Source: an optimization exercise on an open RTL-to-GDS flow (aim: small area, a short achievable clock period and few clock cycles). Production flows keep margins and buffers that such runs may drop.
The RTL was checked by simulation tests, not by an equivalence proof against the original design.
Power figures rest on the tool's default switching activity, not on a simulated workload.

==> inputs of v8 <==
==> flow/design.v <==
`default_nettype none
package exec_pkg;
  localparam int NUM_REGS = 16;
  localparam int APB_AW = 8;
  localparam int WORD_W = 64;
  typedef logic [WORD_W-1:0] word_t;
  typedef logic [3:0] reg_idx_t;
  typedef struct packed {
    logic c;
    logic v;
    logic n;
    logic z;
  } flags_t;
  typedef enum logic [3:0] {
    OP_ADD  = 4'd0,
    OP_SUB  = 4'd1,
    OP_AND  = 4'd2,
    OP_XOR  = 4'd3,
    OP_OR   = 4'd4,
    OP_SHL  = 4'd5,
    OP_SHR  = 4'd6,
    OP_SAR  = 4'd7,
    OP_SXT  = 4'd8,
    OP_MOVI = 4'd9,
    OP_ADDI = 4'd10
  } opcode_e;
  typedef enum logic [3:0] {
    COND_EQ, COND_NE, COND_CS, COND_CC,
    COND_MI, COND_PL, COND_VS, COND_VC,
    COND_HI, COND_LS, COND_GE, COND_LT,
    COND_GT, COND_LE, COND_AL, COND_NV
  } cond_e;
  localparam int CMD_FIELD_W = 4;
  localparam int CMD_OP_LSB = 0;
  localparam int CMD_COND_LSB = 4;
  localparam int CMD_RD_LSB = 8;
  localparam int CMD_RA_LSB = 12;
  localparam int CMD_RB_LSB = 16;
  typedef enum logic [APB_AW-1:0] {
    ADDR_CMD     = 8'h00,
    ADDR_IMM_LO  = 8'h04,
    ADDR_IMM_HI  = 8'h08,
    ADDR_REG_SEL = 8'h0C,
    ADDR_DATA_LO = 8'h10,
    ADDR_DATA_HI = 8'h14,
    ADDR_FLAGS   = 8'h18
  } apb_addr_e;
endpackage
`default_nettype wire
`timescale 1ns/1ps
`default_nettype none
module reg_file #(
  parameter int ENTRY_W = exec_pkg::WORD_W,
  parameter int NUM_REGS = exec_pkg::NUM_REGS
) (
  input wire clk,
  input wire [NUM_REGS-1:0] we,
  input wire [ENTRY_W-1:0] wdata,
  output logic [NUM_REGS-1:0][ENTRY_W-1:0] q
);
  for (genvar i = 0; i < NUM_REGS; i++) begin : g_ent
    always_ff @(posedge clk) begin
      if (we[i]) q[i] <= wdata;
    end
  end
endmodule
module reg_read #(
  parameter int ENTRY_W = exec_pkg::WORD_W,
  parameter int NUM_REGS = exec_pkg::NUM_REGS
) (
  input wire [NUM_REGS-1:0][ENTRY_W-1:0] q,
  input wire [NUM_REGS-1:0] sel,
  output logic [ENTRY_W-1:0] rdata
);
  always_comb begin
    rdata = '0;
    for (int i = 0; i < NUM_REGS; i++) begin
      rdata = rdata | ({ENTRY_W{sel[i]}} & q[i]);
    end
  end
endmodule
`default_nettype wire
`timescale 1ns/1ps
`default_nettype none
module int_alu (
  input wire exec_pkg::word_t a,         
  input wire exec_pkg::word_t b,         
  input wire cin,
  input wire sel_add,
  input wire sel_and,
  input wire sel_xor,
  input wire sel_or,
  input wire sel_shr,
  input wire sel_shl,
  input wire sar,
  output exec_pkg::word_t result,
  output exec_pkg::flags_t flags
);
  logic [64:0] sum;
  exec_pkg::word_t sh;
  exec_pkg::word_t other;
  exec_pkg::word_t sh_rev;
  logic [63:0] zt;
  logic z_add;
  assign sum = {1'b0, a} + {1'b0, b} + {64'd0, cin};
  assign sh = 64'($signed({sar & a[63], a}) >>> b[5:0]);
  for (genvar i = 0; i < 64; i++) begin : g_rev
    assign sh_rev[i] = sh[63-i];
  end
  always_comb begin
    other = '0;
    if (sel_and) other = other | (a & b);
    if (sel_xor) other = other | (a ^ b);
    if (sel_or) other = other | (a | b);
    if (sel_shr) other = other | sh;
    if (sel_shl) other = other | sh_rev;
  end
  assign result = sel_add ? sum[63:0] : other;
  assign zt[0] = (a[0] ^ b[0]) == cin;
  for (genvar i = 1; i < 64; i++) begin : g_z
    assign zt[i] = (a[i] ^ b[i]) == (a[i-1] | b[i-1]);
  end
  assign z_add = &zt;
  assign flags.c = sel_add & sum[64];
  assign flags.v = sel_add & (a[63] == b[63]) & (sum[63] != a[63]);
  assign flags.n = result[63];
  assign flags.z = sel_add ? z_add : (other == '0);
endmodule
`default_nettype wire
`timescale 1ns/1ps
`default_nettype none
module exec_ctrl (
  input wire exec_pkg::cond_e cond,
  input wire exec_pkg::flags_t f,
  output logic ok
);
  logic signs_ne;
  assign signs_ne = f.n ^ f.v;
  always_comb begin
    case (cond)
      exec_pkg::COND_EQ: ok = f.z;
      exec_pkg::COND_NE: ok = !f.z;
      exec_pkg::COND_CS: ok = f.c;
      exec_pkg::COND_CC: ok = !f.c;
      exec_pkg::COND_MI: ok = f.n;
      exec_pkg::COND_PL: ok = !f.n;
      exec_pkg::COND_VS: ok = f.v;
      exec_pkg::COND_VC: ok = !f.v;
      exec_pkg::COND_HI: ok = f.c && !f.z;
      exec_pkg::COND_LS: ok = !f.c || f.z;
      exec_pkg::COND_GE: ok = !signs_ne;
      exec_pkg::COND_LT: ok = signs_ne;
      exec_pkg::COND_GT: ok = !signs_ne && !f.z;
      exec_pkg::COND_LE: ok = signs_ne || f.z;
      exec_pkg::COND_AL: ok = 1'b1;
      default: ok = 1'b0;
    endcase
  end
endmodule
`default_nettype wire
`timescale 1ns/1ps
`default_nettype none
module exec_unit_top #(
  parameter int NUM_REGS = exec_pkg::NUM_REGS
) (
  input wire clk,
  input wire rst,
  input wire psel,
  input wire penable,
  input wire pwrite,
  input wire [exec_pkg::APB_AW-1:0] paddr,
  input wire [31:0] pwdata,
  output logic [31:0] prdata,
  output logic pready,
  output logic pslverr
);
  logic [NUM_REGS-1:0][exec_pkg::WORD_W-1:0] regs;
  logic [NUM_REGS-1:0] valid;        
  logic [NUM_REGS-1:0][3:0] flg;
  exec_pkg::word_t imm_q;
  exec_pkg::reg_idx_t sel_q;
  logic [31:0] lo_q;
  logic [NUM_REGS-1:0] we_q;         
  logic fwe_q;                       
  logic imm_lo_q, imm_hi_q, sel_wr_q, lo_wr_q;
  exec_pkg::word_t a_q, b_q;
  logic cin_q, add_q, and_q, xor_q, or_q, shr_q, shl_q, sar_q;
  logic [31:0] prdata_q;
  logic pslverr_q;
  logic setup;
  logic is_cmd, is_imm_lo, is_imm_hi, is_sel, is_lo, is_hi, is_flags, mapped;
  exec_pkg::reg_idx_t op, rd, ra, rb;
  exec_pkg::cond_e cond;
  logic [NUM_REGS-1:0] oh_a, oh_b, oh_rd, oh_sel;
  exec_pkg::word_t va, vb;
  exec_pkg::flags_t fa;
  logic cond_ok, op_valid, commit;
  logic op_add, op_sub, op_and, op_xor, op_or, op_shl, op_shr, op_sar, op_sxt, op_movi, op_addi;
  exec_pkg::word_t a_d, b_d;
  logic [31:0] rd_mux;
  assign setup = psel && !penable;
  assign is_cmd = paddr == exec_pkg::ADDR_CMD;
  assign is_imm_lo = paddr == exec_pkg::ADDR_IMM_LO;
  assign is_imm_hi = paddr == exec_pkg::ADDR_IMM_HI;
  assign is_sel = paddr == exec_pkg::ADDR_REG_SEL;
  assign is_lo = paddr == exec_pkg::ADDR_DATA_LO;
  assign is_hi = paddr == exec_pkg::ADDR_DATA_HI;
  assign is_flags = paddr == exec_pkg::ADDR_FLAGS;
  assign mapped = is_cmd | is_imm_lo | is_imm_hi | is_sel | is_lo | is_hi | is_flags;
  assign op = pwdata[exec_pkg::CMD_OP_LSB +: exec_pkg::CMD_FIELD_W];
  assign cond = exec_pkg::cond_e'(pwdata[exec_pkg::CMD_COND_LSB +: exec_pkg::CMD_FIELD_W]);
  assign rd = pwdata[exec_pkg::CMD_RD_LSB +: exec_pkg::CMD_FIELD_W];
  assign ra = pwdata[exec_pkg::CMD_RA_LSB +: exec_pkg::CMD_FIELD_W];
  assign rb = pwdata[exec_pkg::CMD_RB_LSB +: exec_pkg::CMD_FIELD_W];
  assign op_add = op == exec_pkg::OP_ADD;
  assign op_sub = op == exec_pkg::OP_SUB;
  assign op_and = op == exec_pkg::OP_AND;
  assign op_xor = op == exec_pkg::OP_XOR;
  assign op_or = op == exec_pkg::OP_OR;
  assign op_shl = op == exec_pkg::OP_SHL;
  assign op_shr = op == exec_pkg::OP_SHR;
  assign op_sar = op == exec_pkg::OP_SAR;
  assign op_sxt = op == exec_pkg::OP_SXT;
  assign op_movi = op == exec_pkg::OP_MOVI;
  assign op_addi = op == exec_pkg::OP_ADDI;
  assign op_valid = op <= exec_pkg::OP_ADDI;
  for (genvar i = 0; i < NUM_REGS; i++) begin : g_dec
    assign oh_a[i] = valid[i] && (pwrite ? (ra == i) : (sel_q == i));
    assign oh_b[i] = valid[i] && (rb == i);
    assign oh_rd[i] = rd == i;
    assign oh_sel[i] = sel_q == i;
  end
  reg_read #(.ENTRY_W(exec_pkg::WORD_W), .NUM_REGS(NUM_REGS)) rd_a (.q(regs), .sel(oh_a), .rdata(va));
  reg_read #(.ENTRY_W(exec_pkg::WORD_W), .NUM_REGS(NUM_REGS)) rd_b (.q(regs), .sel(oh_b), .rdata(vb));
  always_comb begin
    fa = '0;
    for (int i = 0; i < NUM_REGS; i++) begin
      if (pwrite ? (ra == i) : (sel_q == i)) fa = exec_pkg::flags_t'(flg[i]);
    end
  end
  exec_ctrl cc (.cond(cond), .f(fa), .ok(cond_ok));
  assign commit = cond_ok && op_valid;
  always_comb begin
    if (!is_cmd || op_movi) begin
      a_d = '0;
    end else if (op_shl) begin
      for (int i = 0; i < exec_pkg::WORD_W; i++) a_d[i] = va[exec_pkg::WORD_W-1-i];
    end else if (op_sxt) begin
      a_d = {{32{va[31]}}, va[31:0]};
    end else begin
      a_d = va;
    end
  end
  always_comb begin
    if (!is_cmd) begin
      b_d = {pwdata, lo_q};
    end else if (op_movi || op_addi) begin
      b_d = imm_q;
    end else if (op_sub) begin
      b_d = ~vb;
    end else if (op_sxt) begin
      b_d = '0;
    end else begin
      b_d = vb;
    end
  end
  always_comb begin
    rd_mux = '0;
    if (is_imm_lo) rd_mux = imm_q[31:0];
    if (is_imm_hi) rd_mux = imm_q[63:32];
    if (is_sel) rd_mux = 32'(sel_q);
    if (is_lo) rd_mux = va[31:0];
    if (is_hi) rd_mux = va[63:32];
    if (is_flags) rd_mux = 32'(fa);
  end
  always_ff @(posedge clk) begin
    if (rst) begin
      we_q <= '0;
      fwe_q <= 1'b0;
      imm_lo_q <= 1'b0;
      imm_hi_q <= 1'b0;
      sel_wr_q <= 1'b0;
      lo_wr_q <= 1'b0;
    end else begin
      for (int i = 0; i < NUM_REGS; i++) begin
        we_q[i] <= setup && pwrite &&
                   ((is_cmd && commit && oh_rd[i]) || (is_hi && oh_sel[i]));
      end
      fwe_q <= setup && pwrite && is_cmd;
      imm_lo_q <= setup && pwrite && is_imm_lo;
      imm_hi_q <= setup && pwrite && is_imm_hi;
      sel_wr_q <= setup && pwrite && is_sel && (pwdata < 32'(NUM_REGS));
      lo_wr_q <= setup && pwrite && is_lo;
    end
  end
  always_ff @(posedge clk) begin
    a_q <= a_d;
    b_q <= b_d;
    cin_q <= is_cmd && op_sub;
    add_q <= !is_cmd || op_add || op_sub || op_addi || op_movi || op_sxt;
    and_q <= op_and;
    xor_q <= op_xor;
    or_q <= op_or;
    shr_q <= op_shr || op_sar;
    shl_q <= op_shl;
    sar_q <= op_sar;
    prdata_q <= rd_mux;
    pslverr_q <= !mapped || (pwrite && is_sel && (pwdata >= 32'(NUM_REGS)));
  end
  exec_pkg::word_t result;
  exec_pkg::flags_t res_flags;
  int_alu alu (
    .a(a_q), .b(b_q), .cin(cin_q),
    .sel_add(add_q), .sel_and(and_q), .sel_xor(xor_q), .sel_or(or_q),
    .sel_shr(shr_q), .sel_shl(shl_q), .sar(sar_q),
    .result(result), .flags(res_flags)
  );
  reg_file #(.ENTRY_W(exec_pkg::WORD_W), .NUM_REGS(NUM_REGS)) data_rf (
    .clk, .we(we_q), .wdata(result), .q(regs)
  );
  always_ff @(posedge clk) begin
    if (rst) begin
      valid <= '0;
      flg <= '0;
      imm_q <= '0;
      sel_q <= '0;
    end else begin
      valid <= valid | we_q;
      for (int i = 0; i < NUM_REGS; i++) begin
        if (we_q[i] && fwe_q) flg[i] <= res_flags;
      end
      if (imm_lo_q) imm_q[31:0] <= pwdata;
      if (imm_hi_q) imm_q[63:32] <= pwdata;
      if (sel_wr_q) sel_q <= exec_pkg::reg_idx_t'(pwdata);
    end
  end
  always_ff @(posedge clk) begin
    if (lo_wr_q) lo_q <= pwdata;
  end
  assign pready = 1'b1;
  assign pslverr = pslverr_q;
  assign prdata = prdata_q;
endmodule
`default_nettype wire
==> flow/run.sh <==
#!/bin/bash
# synth_recipe.tcl (not shown) runs the flow's synth.tcl, then flattens the netlist and writes it again
# the make line also repeats each setting of config.mk as NAME=value (left out here)
make -C /OpenROAD-flow-scripts/flow DESIGN_CONFIG=/design/flow/config.mk WORK_HOME=/design/flow/orfs CLKGATE_MAP_FILE= SYNTH_SCRIPT=/design/flow/synth_recipe.tcl finish
==> flow/config.mk <==
export PLATFORM = sky130hd
export DESIGN_NAME = exec_unit_top
export DESIGN_NICKNAME = exec_unit_top
export VERILOG_FILES = /design/flow/design.v
export SDC_FILE = /design/flow/constraint.sdc
export NUM_CORES = 4
export LEC_CHECK = 0
export CAP_MARGIN = 20
export CORE_MARGIN = 2
export CORE_UTILIZATION = 50
export PLACE_DENSITY = 0.65
export SETUP_SLACK_MARGIN = 5
export SLEW_MARGIN = 20
==> flow/constraint.sdc <==
create_clock -name core_clock -period 10.0 [get_ports {clk}]
set_input_delay 2.0000 -clock core_clock [delete_from_list [all_inputs] [get_ports {clk}]]
set_output_delay 2.0000 -clock core_clock [all_outputs]
set_load 0.01 [all_outputs]
==> inputs of v13, as changes to v8 <==
CORE_UTILIZATION = 25   (was 50)
PLACE_DENSITY = 0.4   (was 0.65)
SETUP_SLACK_MARGIN = 0.5   (was 5)
==> qor summary <==
Post-CTS setup-driven buffer insertion count: v13 0; v8 24
Run status: v13 complete, no violations; v8 complete, no violations
Final core utilization: v13 0.290; v8 0.566
Clock skew after layout: v13 0.0499 ns; v8 0.0541 ns
Power density of the placed cells: v13 150 nW/um2; v8 151 nW/um2
Global-route wire length before repair: v13 563,000 um; v8 519,000 um
Number of rows in the core area: v13 198; v8 140
Routed wire length: v13 427,000 um; v8 393,000 um
Insertion delay to the later sink of the worst-skew pair: v13 0.85 ns; v8 0.84 ns
Average wire per cell in the routed design: v13 40.9 um; v8 46.5 um
Vias in the first global route: v13 60,600; v8 60,000
Core outline area: v13 290,000 um2; v8 145,000 um2
Net Sw Frac: v13 0.237; v8 0.237
Met2 usage in global routing: v13 0.426; v8 0.696
Max transition margin: v13 0.178; v8 0.158
Launching element of the worst setup path: v13 b_q[3]; v8 pwdata[12]
CP Data Required Time: v13 10.64 ns; v8 10.69 ns
Met1 Wirelength: v13 173,000 um; v8 136,000 um
Final Net Count: v13 6,627; v8 6,618
Min setup slack post-route: v13 3.45 ns; v8 4.83 ns
Area of combinational cells with multiple inputs: v13 31,900 um2; v8 32,500 um2
Reg2Reg Setup Slack: v13 3.45 ns; v8 4.99 ns
Routed wire length on met2: v13 186,000 um; v8 154,000 um
Reg-to-Reg Start: v13 b_q[3]; v8 a_q[31]
Hold Worst Slack: v13 0.451 ns; v8 0.445 ns
Testbench counts of v8, summed over its fixed seeds: cycles 9,600.
Testbench counts of v13, summed over its fixed seeds: cycles 9,600.

[re-timing with driven ports]
The flow's constraints put no driver on any port. The routed layouts listed below were extracted and timed again, unchanged, in two steps. Step 1, drivers: a clkbuf_16 drives clk and a buf_2 each remaining input, both assumed. Step 2 moves the port delays by t, midway between the first and last clock arrival at a register: inputs arrive t later, outputs are due t later. That takes back most of the time a late clock gives input paths. Three values: ideal ports, drivers, drivers and shift; two values: the first two.
run | t (ns) | setup slack, ns | clock arrival spread, ns | worst slew at a driven data input, ns | pins driven straight from the clock port
v8 | 0.899 | 4.829 / 4.885 / 3.985 | 0.054 / 0.055 | 0.07 | 1
v13 | 0.920 | 3.455 / 3.455 / 2.797 | 0.053 / 0.052 | 0.05 | 1
After both steps every run listed still meets setup and hold. The setup slack of v8, which loses most, moves by +0.056 ns with the drivers and by -0.844 ns with both steps.
